This design comes from an exercise in tuning for a short achievable clock period and few clock cycles on the open sky130 flow, not from production work.
In this exercise RTL edits were held to simulation tests only and were not proved equivalent to the original.

==> config.mk <==
export PLATFORM = sky130hd
export DESIGN_NAME = arm_fire_controller_core
export DESIGN_NICKNAME = arm_fire_controller_core
export VERILOG_FILES = /design/flow/design.v
export SDC_FILE = /design/flow/constraint.sdc
export NUM_CORES = 4
export LEC_CHECK = 0
export CAP_MARGIN = 20
export CORE_MARGIN = 2
export CORE_UTILIZATION = 40
export SLEW_MARGIN = 20
==> run.sh <==
#!/bin/bash
# synth_recipe.tcl (not shown) runs the flow's synth.tcl, then flattens the netlist and writes it again
# the make line also repeats each setting of config.mk as NAME=value (left out here)
make -C /OpenROAD-flow-scripts/flow DESIGN_CONFIG=/design/flow/config.mk WORK_HOME=/design/flow/orfs CLKGATE_MAP_FILE= SYNTH_SCRIPT=/design/flow/synth_recipe.tcl finish
==> constraint.sdc <==
create_clock -name core_clock -period 15.0 [get_ports {i_clk}]
set_input_delay 3.0000 -clock core_clock [delete_from_list [all_inputs] [get_ports {i_clk}]]
set_output_delay 3.0000 -clock core_clock [all_outputs]
set_load 0.01 [all_outputs]
==> design.v <==
`default_nettype none
package afc_pkg;
    localparam int PHASE_BITS_DEF = 16;
    localparam int LEVEL_BITS_DEF = 8;
    localparam int IN_DATA_W  = 8;
    localparam int OUT_DATA_W = 16;
    localparam int CFG_IDX_W  = 3;
    localparam int CFG_DATA_W = 16;
    localparam int LED_W      = 8;
    localparam logic [1:0] MODE_STARTUP = 2'd0;
    localparam logic [1:0] MODE_READY   = 2'd1;
    localparam logic [1:0] MODE_ARMED   = 2'd2;
    localparam logic [1:0] MODE_FIRING  = 2'd3;
    localparam logic [2:0] MSG_NONE     = 3'd0;
    localparam logic [2:0] MSG_READY    = 3'd1;
    localparam logic [2:0] MSG_ARMED    = 3'd2;
    localparam logic [2:0] MSG_DISARMED = 3'd3;
    localparam logic [2:0] MSG_FIRING   = 3'd4;
    localparam logic [2:0] MSG_FIRED    = 3'd5;
    localparam logic [CFG_IDX_W-1:0] CFG_STARTUP_MS  = 3'd0;
    localparam logic [CFG_IDX_W-1:0] CFG_FIRING_MS   = 3'd1;
    localparam logic [CFG_IDX_W-1:0] CFG_DEBOUNCE_MS = 3'd2;
    localparam logic [CFG_IDX_W-1:0] CFG_BLINK_MS    = 3'd3;
    localparam logic [CFG_IDX_W-1:0] CFG_PHASE_STEP  = 3'd4;
    localparam logic [15:0] STARTUP_MS_RST  = 16'd1000;
    localparam logic [15:0] FIRING_MS_RST   = 16'd5000;
    localparam logic [15:0] DEBOUNCE_MS_RST = 16'd1000;
    localparam logic [9:0]  BLINK_MS_RST    = 10'd100;
    localparam logic [12:0] PHASE_STEP_RST  = 13'd5;
endpackage
`default_nettype wire
`default_nettype none
import afc_pkg::*;
module arm_fire_controller_core #(
    parameter int PHASE_BITS = afc_pkg::PHASE_BITS_DEF,
    parameter int LEVEL_BITS = afc_pkg::LEVEL_BITS_DEF
) (
    input  wire logic                            i_clk,
    input  wire logic                            i_rst_n,
    input  wire logic                            i_cfg_valid,
    output logic                                 o_cfg_ready,
    input  wire logic [afc_pkg::CFG_IDX_W-1:0]   i_cfg_index,
    input  wire logic [afc_pkg::CFG_DATA_W-1:0]  i_cfg_data,
    input  wire logic                            i_s_tvalid,
    output logic                                 o_s_tready,
    input  wire logic [afc_pkg::IN_DATA_W-1:0]   i_s_tdata,
    output logic                                 o_m_tvalid,
    input  wire logic                            i_m_tready,
    output logic [afc_pkg::OUT_DATA_W-1:0]       o_m_tdata,
    output logic                                 o_m_tlast
);
    localparam logic [LEVEL_BITS-1:0] LEVEL_MAX = {LEVEL_BITS{1'b1}};
    logic [15:0]           r_startup_ms;
    logic [15:0]           r_firing_ms;
    logic [15:0]           r_debounce_ms;
    logic [9:0]            r_blink_ms;
    logic [12:0]           r_phase_step;
    logic [1:0]            r_mode, n_mode;
    logic [15:0]           r_phase_timer, n_phase_timer;
    logic [9:0]            r_blink_timer, n_blink_timer;
    logic [15:0]           r_since, n_since;
    logic [PHASE_BITS-1:0] r_pulse_phase, n_pulse_phase;
    logic                  r_blink_on, n_blink_on;
    logic                  r_s1_valid;
    logic [1:0]            r_s1_mode;
    logic                  r_s1_blink;
    logic [PHASE_BITS-1:0] r_s1_phase;
    logic [2:0]            r_s1_msg0, r_s1_msg1;
    logic                  r_s1_two;
    logic [2:0]            n_msg0, n_msg1;
    logic                  n_two;
    logic                  r_o_valid;
    logic [1:0]            r_o_mode;
    logic [LED_W-1:0]      r_o_level;
    logic [2:0]            r_o_msg, r_o_msg2;
    logic                  r_o_last;
    logic in_acc, out_take, out_free, s1_move;
    logic sw, press;
    assign sw    = i_s_tdata[0];
    assign press = i_s_tdata[1];
    assign out_take   = r_o_valid && i_m_tready;
    assign out_free   = !r_o_valid || (out_take && r_o_last);
    assign s1_move    = r_s1_valid && out_free;
    assign o_s_tready = !r_s1_valid || s1_move;
    assign in_acc     = i_s_tvalid && o_s_tready;
    assign o_cfg_ready = 1'b1;
    always_ff @(posedge i_clk) begin
        if (!i_rst_n) begin
            r_startup_ms  <= STARTUP_MS_RST;
            r_firing_ms   <= FIRING_MS_RST;
            r_debounce_ms <= DEBOUNCE_MS_RST;
            r_blink_ms    <= BLINK_MS_RST;
            r_phase_step  <= PHASE_STEP_RST;
        end else if (i_cfg_valid) begin
            unique case (i_cfg_index)
                CFG_STARTUP_MS:  r_startup_ms  <= i_cfg_data;
                CFG_FIRING_MS:   r_firing_ms   <= i_cfg_data;
                CFG_DEBOUNCE_MS: r_debounce_ms <= i_cfg_data;
                CFG_BLINK_MS:    r_blink_ms    <= i_cfg_data[9:0];
                CFG_PHASE_STEP:  r_phase_step  <= i_cfg_data[12:0];
                default: ;
            endcase
        end
    end
    logic [15:0]              since_inc, pt_inc;
    logic [9:0]               bt_inc;
    logic                     trig_ok, fire_go, startup_done, firing_done, blink_done;
    logic [PHASE_BITS+12:0]   phase_sum;
    assign since_inc    = (r_since == 16'hFFFF) ? r_since : r_since + 16'd1;
    assign pt_inc       = (r_phase_timer == 16'hFFFF) ? r_phase_timer : r_phase_timer + 16'd1;
    assign bt_inc       = (r_blink_timer == 10'h3FF) ? r_blink_timer : r_blink_timer + 10'd1;
    assign trig_ok      = press && (since_inc > r_debounce_ms);
    assign fire_go      = trig_ok && (r_mode == MODE_ARMED);
    assign startup_done = pt_inc >= r_startup_ms;
    assign firing_done  = pt_inc >= r_firing_ms;
    assign blink_done   = bt_inc >= r_blink_ms;
    assign phase_sum    = {13'd0, r_pulse_phase} + {{PHASE_BITS{1'b0}}, r_phase_step};
    assign n_since      = trig_ok ? 16'd0 : since_inc;
    always_comb begin
        n_mode = r_mode;
        if (fire_go) begin
            n_mode = MODE_FIRING;
        end else begin
            unique case (r_mode)
                MODE_STARTUP: if (startup_done) n_mode = MODE_READY;
                MODE_READY:   if (!sw) n_mode = MODE_ARMED;
                MODE_ARMED:   if (sw) n_mode = MODE_READY;
                MODE_FIRING:  if (firing_done) n_mode = MODE_ARMED;
            endcase
        end
    end
    always_comb begin
        n_phase_timer = r_phase_timer;
        n_blink_timer = r_blink_timer;
        n_blink_on    = r_blink_on;
        n_pulse_phase = r_pulse_phase;
        n_msg0        = MSG_NONE;
        n_msg1        = MSG_NONE;
        n_two         = 1'b0;
        if (fire_go) begin
            n_phase_timer = 16'd0;
            n_blink_timer = 10'd0;
            n_blink_on    = 1'b1;
            n_msg0        = MSG_FIRING;
        end else begin
            unique case (r_mode)
                MODE_STARTUP: begin
                    n_phase_timer = startup_done ? 16'd0 : pt_inc;
                    if (startup_done) n_msg0 = MSG_READY;
                end
                MODE_READY: begin
                    if (!sw) begin
                        n_pulse_phase = '0;
                        n_msg0        = MSG_ARMED;
                    end
                end
                MODE_ARMED: begin
                    if (!sw) begin
                        n_pulse_phase = phase_sum[PHASE_BITS-1:0];
                    end else begin
                        n_msg0 = MSG_DISARMED;
                        n_msg1 = MSG_READY;
                        n_two  = 1'b1;
                    end
                end
                MODE_FIRING: begin
                    n_blink_timer = blink_done ? 10'd0 : bt_inc;
                    n_blink_on    = blink_done ? !r_blink_on : r_blink_on;
                    n_phase_timer = pt_inc;
                    if (firing_done) begin
                        n_phase_timer = 16'd0;
                        n_blink_timer = 10'd0;
                        n_blink_on    = 1'b0;
                        n_pulse_phase = '0;
                        n_msg0        = MSG_FIRED;
                        if (!sw) begin
                            n_msg1 = MSG_ARMED;
                            n_two  = 1'b1;
                        end
                    end
                end
            endcase
        end
    end
    always_ff @(posedge i_clk) begin
        if (!i_rst_n) begin
            r_mode        <= MODE_STARTUP;
            r_phase_timer <= 16'd0;
            r_blink_timer <= 10'd0;
            r_since       <= 16'd0;
            r_pulse_phase <= '0;
            r_blink_on    <= 1'b0;
        end else if (in_acc) begin
            r_mode        <= n_mode;
            r_phase_timer <= n_phase_timer;
            r_blink_timer <= n_blink_timer;
            r_since       <= n_since;
            r_pulse_phase <= n_pulse_phase;
            r_blink_on    <= n_blink_on;
        end
    end
    always_ff @(posedge i_clk) begin
        if (!i_rst_n) begin
            r_s1_valid <= 1'b0;
        end else if (in_acc) begin
            r_s1_valid <= 1'b1;
        end else if (s1_move) begin
            r_s1_valid <= 1'b0;
        end
    end
    always_ff @(posedge i_clk) begin
        if (in_acc) begin
            r_s1_mode  <= n_mode;
            r_s1_blink <= n_blink_on;
            r_s1_phase <= n_pulse_phase;
            r_s1_msg0  <= n_msg0;
            r_s1_msg1  <= n_msg1;
            r_s1_two   <= n_two;
        end
    end
    function automatic logic [15:0] sine_tab(input logic [4:0] idx);
        logic [15:0] v;
        case (idx)
            5'd0:    v = 16'd0;
            5'd1:    v = 16'd3212;
            5'd2:    v = 16'd6393;
            5'd3:    v = 16'd9512;
            5'd4:    v = 16'd12540;
            5'd5:    v = 16'd15447;
            5'd6:    v = 16'd18205;
            5'd7:    v = 16'd20788;
            5'd8:    v = 16'd23170;
            5'd9:    v = 16'd25330;
            5'd10:   v = 16'd27246;
            5'd11:   v = 16'd28899;
            5'd12:   v = 16'd30274;
            5'd13:   v = 16'd31357;
            5'd14:   v = 16'd32138;
            5'd15:   v = 16'd32610;
            default: v = 16'd32768;
        endcase
        sine_tab = v;
    endfunction
    logic [PHASE_BITS+15:0]   phase_ext;
    logic [15:0]              p16, p;
    logic [1:0]               q;
    logic [14:0]              x;
    logic [4:0]               idx;
    logic [9:0]               frac;
    logic [15:0]              tab_lo, tab_hi, diff, sine;
    logic [25:0]              interp;
    logic [16:0]              num;
    logic [LEVEL_BITS+17:0]   scaled;
    logic [LEVEL_BITS-1:0]    pulse_lvl, lvl;
    logic [LEVEL_BITS+7:0]    lvl_ext;
    assign phase_ext = {r_s1_phase, 16'd0};
    assign p16       = phase_ext[PHASE_BITS+15 -: 16];
    assign p         = p16 + 16'd16384;
    assign q         = p[15:14];
    assign x         = q[0] ? (15'd16384 - {1'b0, p[13:0]}) : {1'b0, p[13:0]};
    assign idx       = x[14:10];
    assign frac      = x[9:0];
    assign tab_lo    = sine_tab(idx);
    assign tab_hi    = sine_tab(idx + 5'd1);
    assign diff      = tab_hi - tab_lo;
    assign interp    = {10'd0, diff} * {16'd0, frac};
    assign sine      = idx[4] ? 16'd32768 : tab_lo + interp[25:10];
    assign num       = q[1] ? (17'd32768 + {1'b0, sine}) : (17'd32768 - {1'b0, sine});
    assign scaled    = {1'b0, num, {LEVEL_BITS{1'b0}}} - {{(LEVEL_BITS+1){1'b0}}, num}
                       + {{(LEVEL_BITS+2){1'b0}}, 16'd32768};
    assign pulse_lvl = scaled[16 +: LEVEL_BITS];
    always_comb begin
        case (r_s1_mode)
            MODE_FIRING: lvl = r_s1_blink ? LEVEL_MAX : '0;
            MODE_ARMED:  lvl = pulse_lvl;
            default:     lvl = '0;
        endcase
    end
    assign lvl_ext = {8'd0, lvl};
    always_ff @(posedge i_clk) begin
        if (!i_rst_n) begin
            r_o_valid <= 1'b0;
        end else if (s1_move) begin
            r_o_valid <= 1'b1;
        end else if (out_take && r_o_last) begin
            r_o_valid <= 1'b0;
        end
    end
    always_ff @(posedge i_clk) begin
        if (s1_move) begin
            r_o_mode  <= r_s1_mode;
            r_o_level <= lvl_ext[LED_W-1:0];
            r_o_msg   <= r_s1_msg0;
            r_o_msg2  <= r_s1_msg1;
            r_o_last  <= !r_s1_two;
        end else if (out_take && !r_o_last) begin
            r_o_msg  <= r_o_msg2;
            r_o_last <= 1'b1;
        end
    end
    assign o_m_tvalid = r_o_valid;
    assign o_m_tlast  = r_o_last;
    assign o_m_tdata  = {2'b00, r_o_msg, r_o_level, 1'b1, r_o_mode};
endmodule
`default_nettype wire
==> notes.md <==
The critical path launch point type is a flip-flop. In this run the worst setup path begins at r_s1_phase[6]$_DFFE_PP_.

Number of max-capacitance violations reported: 0. A synthesized cell averages 8.03 um^2. Along the worst path, the maximum fanout reaches 7. For hold timing, the worst endpoint is r_o_msg2[1]$_DFFE_PP_. The overall die width was 219 um; the instance count of the mapped netlist was 2312. The number of detailed-routing iterations run before antenna repair was 5. The synthesized design contains 41 enable-type register cells. Dividing the detail-routed via count by the number of cells gives 5.44. The share of Yosys cell area claimed by the top area cell type came out at 0.144. For the final worst clock skew, the log shows 0.0141 ns.

The async set-or-reset flop fraction in the synthesized netlist was 0; the number of buffers between clock root and the deepest sink was 2. Final hold analysis gives a worst-case slack of 0.416 ns. Counting tap cells, the placed design contains a total of 2966 instances.

Clock latency on the worst-skew pair, taken at its later pin, is 0.44 ns. The finished layout holds 3003 standard cells, fillers aside. Setup violations remaining at the end of the flow were counted as 0. The startpoint of the lowest-slack register-to-register path was r_s1_phase[6]$_DFFE_PP_.

The core region is 0.0456 mm^2. The arrival time at the worst endpoint was 14.45 ns; the worst reg2reg path depth was 63. For this run, design rule violations remaining after detail routing come to 0.

In this run the worst hold path is classified as flip-flop to flip-flop. The count of buffers added on input and output ports is 41. The via count of the first global-routing pass was 15878; the worst slew margin relative to its limit was 0.253. For this run, the slowest stage of the critical path takes 0.58 ns.

The final cell utilization of the core came out at 0.461. The logs give 0 for the number of hold violations in the final report and 17 for the CTS buffer count. At the worst endpoint, the required time is 15.19 ns.

The run gives 106 as the largest net degree at the start of global routing. Buffers inserted to repair hold after CTS numbered 0. At the pin with the least slew margin, the transition time is 1.11 ns. For this design, the sink count on the clock tree is 175. The first global-routing pass estimated 81.0 mm of wire.

The run finished with no timing, DRC or antenna violations. The overall track demand over capacity in global routing was 0.210; the site row count was 78. The run gives 0 as the number of max-slew violations in the final report.

The worst hold path begins at r_s1_msg1[1]$_SDFFCE_PP0P_. Endpoint kind of the worst setup timing path: a flip-flop. The worst setup path is of the flip-flop to flip-flop kind. The slowest stage cell on the critical path was sky130_fd_sc_hd__or4_4.

By count the netlist is led by sky130_fd_sc_hd__nand2_1 (345), sky130_fd_sc_hd__inv_1 (225), sky130_fd_sc_hd__nor2_1 (198). After detailed routing, the total wire length is 49.7 mm. The final layout contains 2730 nets.

Summed over all nets, the half-perimeter wirelength after detailed placement is 39.4 mm. The share of the clock period used by the worst path after layout was 0.951; the setup TNS was 0 ns. Die outline height: 219 um. Clock-pin slew was measured on the worst setup and hold paths at 0.08 ns.

For this run, the leading register cell type out of synthesis is sky130_fd_sc_hd__dfxtp_1. The synthesized netlist occupies a cell area of 0.0186 mm^2. The number of warnings issued by yosys was 1. For the finished layout, the period the worst path requires is 14.26 ns. After global routing the overflow that remains totals 0.

Counting both buffers and inverters, the worst setup path holds a total of 9. The final route contains 16331 vias. The routed wire length per instance came out at 16.6 um.

At the end of routability-driven placement, the weighted congestion stood at 0.873. The detail route stage leaves a number of antenna-violating nets equal to 0. The maximum level of the CTS H-tree is 4, and the post-synthesis register bit count is 175. The run gives 0.211 as the share of synthesized area occupied by flip-flops and latches. Initial core utilization: 0.407. Counting stages on the worst path, the most repeated cell is sky130_fd_sc_hd__inv_1. Counting instances, the worst hold path has a depth of 0. The initial antenna violation count came out at 0.

The floorplan step defined a die boundary enclosing 0.0482 mm^2. 0 antenna diodes ended up in the layout. sky130_fd_sc_hd__nand2_1 is the most common cell in the netlist. The cell accounting for the most synthesized area was sky130_fd_sc_hd__dfxtp_1. By area the synthesized netlist is led by sky130_fd_sc_hd__dfxtp_1 (14%), sky130_fd_sc_hd__ha_1 (13%), sky130_fd_sc_hd__fa_1 (12%).

After the first detailed-routing iteration, the DRC count stood at 1076. The setup slack on the worst flop-to-flop path came out at 0.74 ns. The capture point of the worst reg-to-reg path was r_o_level[6]$_DFFE_PP_. In this run the clock root is driven by a sky130_fd_sc_hd__clkbuf_16. For the number of I/O pins, the log shows 52. The area growth from synthesis to layout is 13.0%. The run gives 70.1 MHz as the highest achievable clock rate.

TritonCTS built the clock tree. The fraction of layout instances using a drive strength above 1 was 0.0961. The cell type group with the largest total delay on the critical path is compound AO/OA/AOI/OAI gates.

For the count of cell types in the netlist, the log shows 93.
-- per-layer routing --
metal	global-route usage	vias up	routed length (um)
met5	0	-	0
met4	0.0527	0	1050
met3	0.0259	56	2180
met2	0.363	348	24000
met1	0.276	7854	22500
li1	-	8073	-
-- through the flow --
| step | setup WS [ns] | instance area, um^2 |
|---|---|---|
| 5_1_grt | -0.00411 | 21000 |
| 2_1_floorplan | 0.678 | 18600 |
| 4_1_cts | 0.134 | 20800 |
| 3_5_place_dp | 0.201 | 20200 |
| 3_3_place_gp | 0.398 | 20200 |
| 6_report | 0.741 | 21000 |
-- final cells by class --
class / count / area (um^2)
Clock buffer: 21 / 482
Tap cell: 600 / 751
Sequential cell: 175 / 3910
Clock inverter: 11 / 119
Multi-Input combinational cell: 1809 / 13600
Timing Repair Buffer: 160 / 1310
Inverter: 227 / 852
Fill cell: 4538 / 24600
-- sequential cells by signal, summed over array words and instances, names as in the netlist, 3 cells and up --
signal	flops
r_blink_timer	10
r_o_msg	3
r_debounce_ms	16
r_phase_step	13
r_s1_phase	16
r_s1_msg0	3
r_phase_timer	16
r_blink_ms	10
r_startup_ms	16
r_since	16
r_pulse_phase	16
r_o_level	8
r_firing_ms	16
-- placed cells by master (no fill, tap or decap), drive strengths merged, types with 41 or more instances in the layout --
cell type and instances:
ha 196, a21oi 90, xnor2 80, nor2b 46, nor3 45, fa 112
nand3 60, o21ai 95, a21o 43, a21boi 68, buf 120, inv 231
edfxtp 41, nand2 345, nor2 199, dfxtp 134
-- worst max-delay path by stage --
stage,endpoint,slack (ns),cells after the start
after detailed placement,r_o_level[6]$_DFFE_PP_,0.20,63
final,r_o_level[6]$_DFFE_PP_,0.74,63
after global routing,r_o_level[6]$_DFFE_PP_,-0.004,65
after CTS,r_o_level[6]$_DFFE_PP_,0.13,63
after floorplan,r_o_level[6]$_DFFE_PP_,0.68,65
after global placement,r_o_level[6]$_DFFE_PP_,0.40,63
-- worst reg2reg max path, delay by kind of cell (launching register included) --
kind	cells	cell delay [ns]
AO/OA/AOI/OAI	22	4.64
flip-flops	1	0.43
buffers and inverters	9	0.78
XOR/XNOR	6	1.01
adder cells (fa/ha/maj)	10	3.96
AND/OR/NAND/NOR	16	3.23
-- repair_timing --
action                                  4_1_cts  5_1_grt
setup buffers                                 0        5
hold endpoints to repair                      0        0
resized for setup                             0       45
endpoints found under the setup margin        0        8
-- cells by family (layout without fill, tap and decap cells) --
group,count (synthesis),count (layout),synth area share
AO/OA/AOI/OAI,495,495,0.185
XOR/XNOR,118,118,0.0565
flip-flops,175,175,0.211
adder cells (fa/ha/maj),308,308,0.253
other,2,4,0.000404
AND/OR/NAND/NOR,869,869,0.218
multiplexers,15,15,0.00849
buffers and inverters,330,419,0.0678
Testbench counts, summed over its fixed seeds: cycles 41,664.

==> afterwards: timing with drivers on the ports <==
In the flow no input, the clock included, has a driving cell. The finished layout below was timed again as built, in two steps.
Step 1 assumes that a clkbuf_16 drives the clock port and a buf_2 every other input.
Step 2 adds t to the input delays and takes it off the output delays; t is the mean of the earliest and latest rising clock arrival at the registers after step 1. Input paths then give back, and output paths get back, about the clock's delay inside the block.
a / b / c = ideal / step 1 / step 2; a / b = the first two.
shift t [ns]: 0.480
setup WS [ns]: 0.741 / 0.741 / 0.741
clock arrival spread, ns: 0.014 / 0.015
slew at the worst register clock pin (ns): 0.08 / 0.08
After both steps setup and hold are still met in this run. The setup slack of this run moves by 0.000 ns with the drivers and by 0.000 ns with both steps.
